Source: an optimization exercise on an open RTL-to-GDS flow (aim: small area). Production flows keep margins and buffers that such runs may drop.
In this exercise RTL edits were held to simulation tests only and were not proved equivalent to the original.
Power figures rest on the tool's default switching activity, not on a simulated workload.

==> wip/garnet <==
==> flow/design.v <==
package rs_alu_pkg;
    localparam int GPR_SIZE     = 64;
    localparam int ROB_IDX_SIZE = 5;
    typedef enum logic [3:0] {
        FU_OP_PASS_A = 4'd0,
        FU_OP_PASS_B = 4'd1,
        FU_OP_PLUS   = 4'd2,
        FU_OP_MINUS  = 4'd3,
        FU_OP_AND    = 4'd4,
        FU_OP_ORR    = 4'd5,
        FU_OP_EOR    = 4'd6,
        FU_OP_CSEL   = 4'd7
    } fu_op_t;
    typedef logic [3:0] nzcv_t;
    localparam int E_NZTAG = 0;
    localparam int E_NZRDY = E_NZTAG + ROB_IDX_SIZE;
    localparam int E_NZCV  = E_NZRDY + 1;
    localparam int E_SN    = E_NZCV + 4;
    localparam int E_DST   = E_SN + 1;
    localparam int E_BTAG  = E_DST + ROB_IDX_SIZE;
    localparam int E_ATAG  = E_BTAG + ROB_IDX_SIZE;
    localparam int E_BRDY  = E_ATAG + ROB_IDX_SIZE;
    localparam int E_ARDY  = E_BRDY + 1;
    localparam int E_VALB  = E_ARDY + 1;
    localparam int E_VALA  = E_VALB + GPR_SIZE;
    localparam int E_OP    = E_VALA + GPR_SIZE;
    localparam int E_VALID = E_OP + 4;
    localparam int E_W     = E_VALID + 1;
endpackage
module rs_alu #(
    parameter int RS_SIZE = 4
) (
    input  logic                                in_clk,
    input  logic                                in_rst,
    input  logic                                in_flush,
    input  logic                                in_dispatch_valid,
    input  rs_alu_pkg::fu_op_t                  in_dispatch_fu_op,
    input  logic [rs_alu_pkg::GPR_SIZE-1:0]     in_dispatch_val_a,
    input  logic [rs_alu_pkg::GPR_SIZE-1:0]     in_dispatch_val_b,
    input  logic                                in_dispatch_a_ready,
    input  logic                                in_dispatch_b_ready,
    input  logic [rs_alu_pkg::ROB_IDX_SIZE-1:0] in_dispatch_a_rob_index,
    input  logic [rs_alu_pkg::ROB_IDX_SIZE-1:0] in_dispatch_b_rob_index,
    input  logic [rs_alu_pkg::ROB_IDX_SIZE-1:0] in_dispatch_dst_rob_index,
    input  logic                                in_dispatch_set_nzcv,
    input  rs_alu_pkg::nzcv_t                   in_dispatch_nzcv,
    input  logic                                in_dispatch_nzcv_ready,
    input  logic [rs_alu_pkg::ROB_IDX_SIZE-1:0] in_dispatch_nzcv_rob_index,
    output logic                                out_dispatch_ready,
    input  logic                                in_fu_done,
    input  logic [rs_alu_pkg::ROB_IDX_SIZE-1:0] in_fu_dst_rob_index,
    input  logic [rs_alu_pkg::GPR_SIZE-1:0]     in_fu_value,
    input  logic                                in_fu_set_nzcv,
    input  rs_alu_pkg::nzcv_t                   in_fu_nzcv,
    input  logic                                in_fu_alu_ready,
    output logic                                out_fu_alu_start,
    output rs_alu_pkg::fu_op_t                  out_fu_alu_fu_op,
    output logic [rs_alu_pkg::GPR_SIZE-1:0]     out_fu_alu_val_a,
    output logic [rs_alu_pkg::GPR_SIZE-1:0]     out_fu_alu_val_b,
    output logic [rs_alu_pkg::ROB_IDX_SIZE-1:0] out_fu_alu_dst_rob_index,
    output logic                                out_fu_alu_set_nzcv,
    output rs_alu_pkg::nzcv_t                   out_fu_alu_nzcv
);
    localparam int N  = RS_SIZE;
    localparam int TW = rs_alu_pkg::ROB_IDX_SIZE;
    localparam int GW = rs_alu_pkg::GPR_SIZE;
    logic                 kill;
    logic [N-1:0]         v;        
    logic [N-1:0]         rdy;      
    logic [N-1:0]         pick;     
    logic [N-1:0]         disp;     
    logic [N-1:0]         osel;     
    logic                 issue, accept;
    logic                 wda, wdb, wdn;
    logic [GW-1:0]        da, db;
    logic [TW-1:0]        dn;
    logic [N*N-1:0]       older;
    logic [N-1:0][GW-1:0] s_va, s_vb;
    logic [N-1:0][3:0]    s_op, s_nz;
    logic [N-1:0][TW-1:0] s_dst;
    logic [N-1:0]         s_sn;
    assign kill               = in_rst | in_flush;
    assign out_dispatch_ready = ~&v;
    assign accept             = in_dispatch_valid & ~&v & ~kill;
    assign issue              = |rdy & in_fu_alu_ready & ~kill;
    assign wda = in_fu_done & ~in_dispatch_a_ready
               & (in_dispatch_a_rob_index == in_fu_dst_rob_index);
    assign wdb = in_fu_done & ~in_dispatch_b_ready
               & (in_dispatch_b_rob_index == in_fu_dst_rob_index);
    assign wdn = in_fu_done & in_fu_set_nzcv & ~in_dispatch_nzcv_ready
               & (in_dispatch_nzcv_rob_index == in_fu_dst_rob_index);
    always_comb begin
        da = in_dispatch_val_a;
        db = in_dispatch_val_b;
        if (!in_dispatch_a_ready) da[TW-1:0] = in_dispatch_a_rob_index;
        if (!in_dispatch_b_ready) db[TW-1:0] = in_dispatch_b_rob_index;
        dn = in_dispatch_nzcv_ready ? {1'b0, in_dispatch_nzcv} : in_dispatch_nzcv_rob_index;
    end
    for (genvar i = 0; i < N; i++) begin : g_slot
        logic          ra, rb, rn;
        logic [GW-1:0] va, vb;    
        logic [TW-1:0] nz;        
        logic [3:0]    op;
        logic [TW-1:0] dst;
        logic          sn;
        logic          wa, wb, wn;
        logic          first_free;
        logic          beaten;
        if (i == 0) begin : g_ff0
            assign first_free = ~v[0];
        end else begin : g_ffn
            assign first_free = ~v[i] & &v[i-1:0];
        end
        assign disp[i] = first_free & accept;
        assign rdy[i] = v[i] & ra & rb & rn;
        always_comb begin
            beaten = 1'b0;
            for (int j = 0; j < N; j++) begin
                if (j < i) beaten = beaten | (rdy[j] &  older[j*N+i]);
                if (j > i) beaten = beaten | (rdy[j] & ~older[i*N+j]);
            end
        end
        assign pick[i] = rdy[i] & ~beaten;
        logic lda, lfa, ldb, lfb;
        assign lda = disp[i] & ~wda;
        assign lfa = disp[i] ? wda : wa;
        assign ldb = disp[i] & ~wdb;
        assign lfb = disp[i] ? wdb : wb;
        logic ldn, lfn;
        assign ldn = disp[i] & ~wdn;
        assign lfn = disp[i] ? wdn : wn;
        assign wa = in_fu_done & ~ra & (va[TW-1:0] == in_fu_dst_rob_index);
        assign wb = in_fu_done & ~rb & (vb[TW-1:0] == in_fu_dst_rob_index);
        assign wn = in_fu_done & in_fu_set_nzcv & ~rn & (nz == in_fu_dst_rob_index);
        always_ff @(posedge in_clk) begin
            va <= (da | {GW{~lda}}) & (in_fu_value | {GW{~lfa}}) & (va | {GW{lda | lfa}});
            ra <= disp[i] ? (in_dispatch_a_ready | wda) : (ra | wa);
            vb <= (db | {GW{~ldb}}) & (in_fu_value | {GW{~lfb}}) & (vb | {GW{ldb | lfb}});
            rb <= disp[i] ? (in_dispatch_b_ready | wdb) : (rb | wb);
            nz <= (dn | {TW{~ldn}}) & ({1'b0, in_fu_nzcv} | {TW{~lfn}}) & (nz | {TW{ldn | lfn}});
            rn <= disp[i] ? (in_dispatch_nzcv_ready | wdn) : (rn | wn);
            if (disp[i]) begin
                op  <= in_dispatch_fu_op;
                dst <= in_dispatch_dst_rob_index;
                sn  <= in_dispatch_set_nzcv;
            end
        end
        for (genvar j = i + 1; j < N; j++) begin : g_age
            always_ff @(posedge in_clk) begin
                if (disp[j])      older[i*N+j] <= 1'b1;
                else if (disp[i]) older[i*N+j] <= 1'b0;
            end
        end
        assign s_va[i]  = va;
        assign s_vb[i]  = vb;
        assign s_op[i]  = op;
        assign s_nz[i]  = nz[3:0];
        assign s_dst[i] = dst;
        assign s_sn[i]  = sn;
    end
    always_ff @(posedge in_clk) begin
        osel <= pick;
        if (kill) begin
            v                <= '0;
            out_fu_alu_start <= 1'b0;
        end else begin
            v                <= (v & ~(pick & {N{issue}})) | disp;
            out_fu_alu_start <= issue;
        end
    end
    logic [3:0] op_o;
    assign out_fu_alu_fu_op = rs_alu_pkg::fu_op_t'(op_o);
    always_comb begin
        op_o                     = '0;
        out_fu_alu_val_a         = '0;
        out_fu_alu_val_b         = '0;
        out_fu_alu_dst_rob_index = '0;
        out_fu_alu_set_nzcv      = 1'b0;
        out_fu_alu_nzcv          = '0;
        for (int i = 0; i < N; i++) begin
            op_o                     = op_o | (s_op[i] & {4{osel[i]}});
            out_fu_alu_val_a         = out_fu_alu_val_a | (s_va[i] & {GW{osel[i]}});
            out_fu_alu_val_b         = out_fu_alu_val_b | (s_vb[i] & {GW{osel[i]}});
            out_fu_alu_dst_rob_index = out_fu_alu_dst_rob_index | (s_dst[i] & {TW{osel[i]}});
            out_fu_alu_set_nzcv      = out_fu_alu_set_nzcv | (s_sn[i] & osel[i]);
            out_fu_alu_nzcv          = out_fu_alu_nzcv | (s_nz[i] & {4{osel[i]}});
        end
    end
endmodule
==> flow/flow/run.sh <==
#!/bin/bash
# Standard ORFS layout, with three changes:
#  - synthesis maps logic with an area-oriented ABC script (flow/area.abc);
#    everything else in synthesis is the standard flow's own script, unchanged;
#  - ports are buffered with the smallest buffer;
#  - a lighter clock tree (no dummy loads, smaller buffers).
set -e
W=$PWD
cat > $W/area_synth.tcl <<EOT
proc abc {args} {
  set i [lsearch -exact \$args -script]
  if {\$i >= 0} { set args [lreplace \$args \$i [expr {\$i + 1}] -script $W/flow/area.abc] }
  yosys abc {*}\$args
}
source $W/synth_recipe.tcl
EOT
export BUFFER_PORTS_ARGS="-buffer_cell sky130_fd_sc_hd__buf_1"
export CTS_ARGS="-sink_clustering_enable -repair_clock_nets -dont_use_dummy_load -buf_list {sky130_fd_sc_hd__clkbuf_4 sky130_fd_sc_hd__clkbuf_8} -sink_clustering_size 16 -sink_clustering_max_diameter 80"
bash standard.sh SYNTH_SCRIPT=$W/area_synth.tcl finish > standard.log 2>&1
==> flow/flow/area.abc <==
strash
dch
amap
topo
==> flow/standard.sh <==
#!/bin/bash
# synth_recipe.tcl (not shown) runs the flow's synth.tcl, then flattens the netlist and writes it again
# the make line also repeats each setting of config.mk as NAME=value (left out here)
make -C /OpenROAD-flow-scripts/flow DESIGN_CONFIG=/design/flow/config.mk WORK_HOME=/design/flow/orfs CLKGATE_MAP_FILE= SYNTH_SCRIPT=/design/flow/synth_recipe.tcl "${@:-finish}"
==> flow/config.mk <==
export PLATFORM = sky130hd
export DESIGN_NAME = rs_alu
export DESIGN_NICKNAME = rs_alu
export VERILOG_FILES = /design/flow/design.v
export SDC_FILE = /design/flow/constraint.sdc
export NUM_CORES = 4
export LEC_CHECK = 0
export CAP_MARGIN = 20
export CORE_MARGIN = 2
export CORE_UTILIZATION = 40
export PLACE_DENSITY = 0.9
export SLEW_MARGIN = 20
==> flow/constraint.sdc <==
create_clock -name core_clock -period 5.0 [get_ports {in_clk}]
set_input_delay 1.0000 -clock core_clock [delete_from_list [all_inputs] [get_ports {in_clk}]]
set_output_delay 1.0000 -clock core_clock [all_outputs]
set_load 0.01 [all_outputs]
==> inputs of wip/maple, as changes to wip/garnet <==
--- a/flow/design.v
+++ b/flow/design.v
@@ -126,19 +126,20 @@
         assign lfa = disp[i] ? wda : wa;
         assign ldb = disp[i] & ~wdb;
         assign lfb = disp[i] ? wdb : wb;
-        logic ldn, lfn;
-        assign ldn = disp[i] & ~wdn;
-        assign lfn = disp[i] ? wdn : wn;
         assign wa = in_fu_done & ~ra & (va[TW-1:0] == in_fu_dst_rob_index);
         assign wb = in_fu_done & ~rb & (vb[TW-1:0] == in_fu_dst_rob_index);
         assign wn = in_fu_done & in_fu_set_nzcv & ~rn & (nz == in_fu_dst_rob_index);
         always_ff @(posedge in_clk) begin
-            va <= (da | {GW{~lda}}) & (in_fu_value | {GW{~lfa}}) & (va | {GW{lda | lfa}});
-            ra <= disp[i] ? (in_dispatch_a_ready | wda) : (ra | wa);
-            vb <= (db | {GW{~ldb}}) & (in_fu_value | {GW{~lfb}}) & (vb | {GW{ldb | lfb}});
-            rb <= disp[i] ? (in_dispatch_b_ready | wdb) : (rb | wb);
-            nz <= (dn | {TW{~ldn}}) & ({1'b0, in_fu_nzcv} | {TW{~lfn}}) & (nz | {TW{ldn | lfn}});
-            rn <= disp[i] ? (in_dispatch_nzcv_ready | wdn) : (rn | wn);
+            va <= (da & {GW{lda}}) | (in_fu_value & {GW{lfa}}) | (va & {GW{~(lda | lfa)}});
+            if (disp[i])               ra <= in_dispatch_a_ready | wda;
+            else if (wa)               ra <= 1'b1;
+            vb <= (db & {GW{ldb}}) | (in_fu_value & {GW{lfb}}) | (vb & {GW{~(ldb | lfb)}});
+            if (disp[i])               rb <= in_dispatch_b_ready | wdb;
+            else if (wb)               rb <= 1'b1;
+            if (disp[i] && !wdn)       nz <= dn;
+            else if (disp[i] || wn)    nz <= {1'b0, in_fu_nzcv};
+            if (disp[i])               rn <= in_dispatch_nzcv_ready | wdn;
+            else if (wn)               rn <= 1'b1;
             if (disp[i]) begin
                 op  <= in_dispatch_fu_op;
                 dst <= in_dispatch_dst_rob_index;
==> flow/flow/run.sh (replaced) <==
#!/bin/bash
set -e
cp standard.sh standard_sh_copy.log
export BUFFER_PORTS_ARGS="-buffer_cell sky130_fd_sc_hd__buf_1"
export CTS_ARGS="-sink_clustering_enable -repair_clock_nets -dont_use_dummy_load -buf_list {sky130_fd_sc_hd__clkbuf_4 sky130_fd_sc_hd__clkbuf_8}"
bash standard.sh > standard.log 2>&1
--- a/flow/config.mk
+++ b/flow/config.mk
@@ -8,5 +8,4 @@
 export CAP_MARGIN = 20
 export CORE_MARGIN = 2
 export CORE_UTILIZATION = 40
-export PLACE_DENSITY = 0.9
 export SLEW_MARGIN = 20
removed: flow/flow/area.abc
==> inputs of wip/juniper, as changes to wip/garnet <==
--- a/flow/config.mk
+++ b/flow/config.mk
@@ -8,5 +8,5 @@
 export CAP_MARGIN = 20
 export CORE_MARGIN = 2
 export CORE_UTILIZATION = 40
-export PLACE_DENSITY = 0.9
+export PLACE_DENSITY = 0.75
 export SLEW_MARGIN = 20
==> inputs of wip/fjord, as changes to wip/garnet <==
--- a/flow/config.mk
+++ b/flow/config.mk
@@ -8,5 +8,4 @@
 export CAP_MARGIN = 20
 export CORE_MARGIN = 2
 export CORE_UTILIZATION = 40
-export PLACE_DENSITY = 0.9
 export SLEW_MARGIN = 20
==> qor summary <==
|  | wip/garnet | wip/juniper | wip/fjord | wip/maple |
|---|---|---|---|---|
| Clock buffer count | 45 | 44 | 44 | 103 |
| Status | complete, no violations | complete, no violations | complete, no violations | complete, no violations |
| Met2 routed wirelength | 39700 um | 42100 um | 45000 um | 49400 um |
| Syn Inst Count | 2515 | 2515 | 2515 | 2723 |
| First-pass GRT wire length | 137000 um | 140000 um | 148000 um | 154000 um |
| Met3 routed WL | 12900 um | 12200 um | 10800 um | 10300 um |
| Tap cell instance count | 765 | 765 | 765 | 855 |
| Grt met1 use | 37.0% | 39.7% | 42.2% | 36.3% |
| Number of clock buffers inserted by TritonCTS | 45 | 44 | 44 | 103 |
| Worst-case register-to-register setup slack | 1.62 ns | 1.75 ns | 2.15 ns | 1.87 ns |
| Net Sw Power | 3630 uW | 3620 uW | 3690 uW | 4320 uW |
| Critical Path Slowest Stage Cell | nor2_4 | inv_4 | clkinv_2 | dfxtp_4 |
| Buf/Inv on CP | 3 | 3 | 3 | 2 |
| Worst clock skew | 0.0673 ns | 0.0662 ns | 0.0573 ns | 0.0760 ns |
| Vias per Instance | 6.71 | 6.60 | 6.65 | 6.61 |
| Slew at the pin with the worst max-slew slack | 1.10 ns | 1.18 ns | 1.14 ns | 1.16 ns |
| Capture point of the worst path | g_slot[1].va[37]$_DFF_P_ | out_fu_alu_val_b[40] | out_fu_alu_val_b[44] | out_fu_alu_val_b[18] |
| Crit share post-route | 81.8% | 76.7% | 85.6% | 74.5% |
| Count of non-CTS buffers in the layout | 448 | 449 | 465 | 443 |
| Worst skew pair latency | 0.65 ns | 0.66 ns | 0.68 ns | 0.71 ns |
| Post-synthesis xor/xnor area fraction | 0% | 0% | 0% | 2.53% |
| Count of flip-flops with a built-in enable after synthesis | 40 | 40 | 40 | 72 |
| Drt wl/cell | 24.0 um | 24.9 um | 26.4 um | 27.0 um |
| Required time of the critical path | 5.51 ns | 4.00 ns | 4.00 ns | 4.00 ns |

-- afterwards: timing with drivers on the ports --
No port has a modelled driver above. Below, the same layouts with a new extraction and two added sets of constraints.
Step 1 assumes that a clkbuf_16 drives the clock port and a buf_2 every other input.
Step 2 also shifts input and output timing later by t, the mid clock arrival at the registers, as if the neighbouring blocks saw the same clock.
a / b / c = ideal / step 1 / step 2; a / b = the first two.
| run | shift t [ns] | setup WS [ns] | clock arrival spread, ns | slew at the worst register clock pin (ns) | worst data-port slew with drivers (ns) |
|---|---|---|---|---|---|
| wip/garnet | 0.677 | 0.912 / 0.947 / 0.270 | 0.087 / 0.086 | 0.12 / 0.12 | 0.11 |
| wip/maple | 0.729 | 1.275 / 1.218 / 1.033 | 0.076 / 0.076 | 0.06 / 0.06 | 0.12 |
| wip/juniper | 0.694 | 1.167 / 1.106 / 0.687 | 0.081 / 0.081 | 0.11 / 0.11 | 0.12 |
| wip/fjord | 0.714 | 0.720 / 0.660 / 0.904 | 0.062 / 0.063 | 0.11 / 0.11 | 0.12 |
After both steps every run listed still meets setup and hold. For wip/garnet, which loses most, drivers alone change the setup slack by +0.035 ns; drivers and shift together by -0.642 ns.
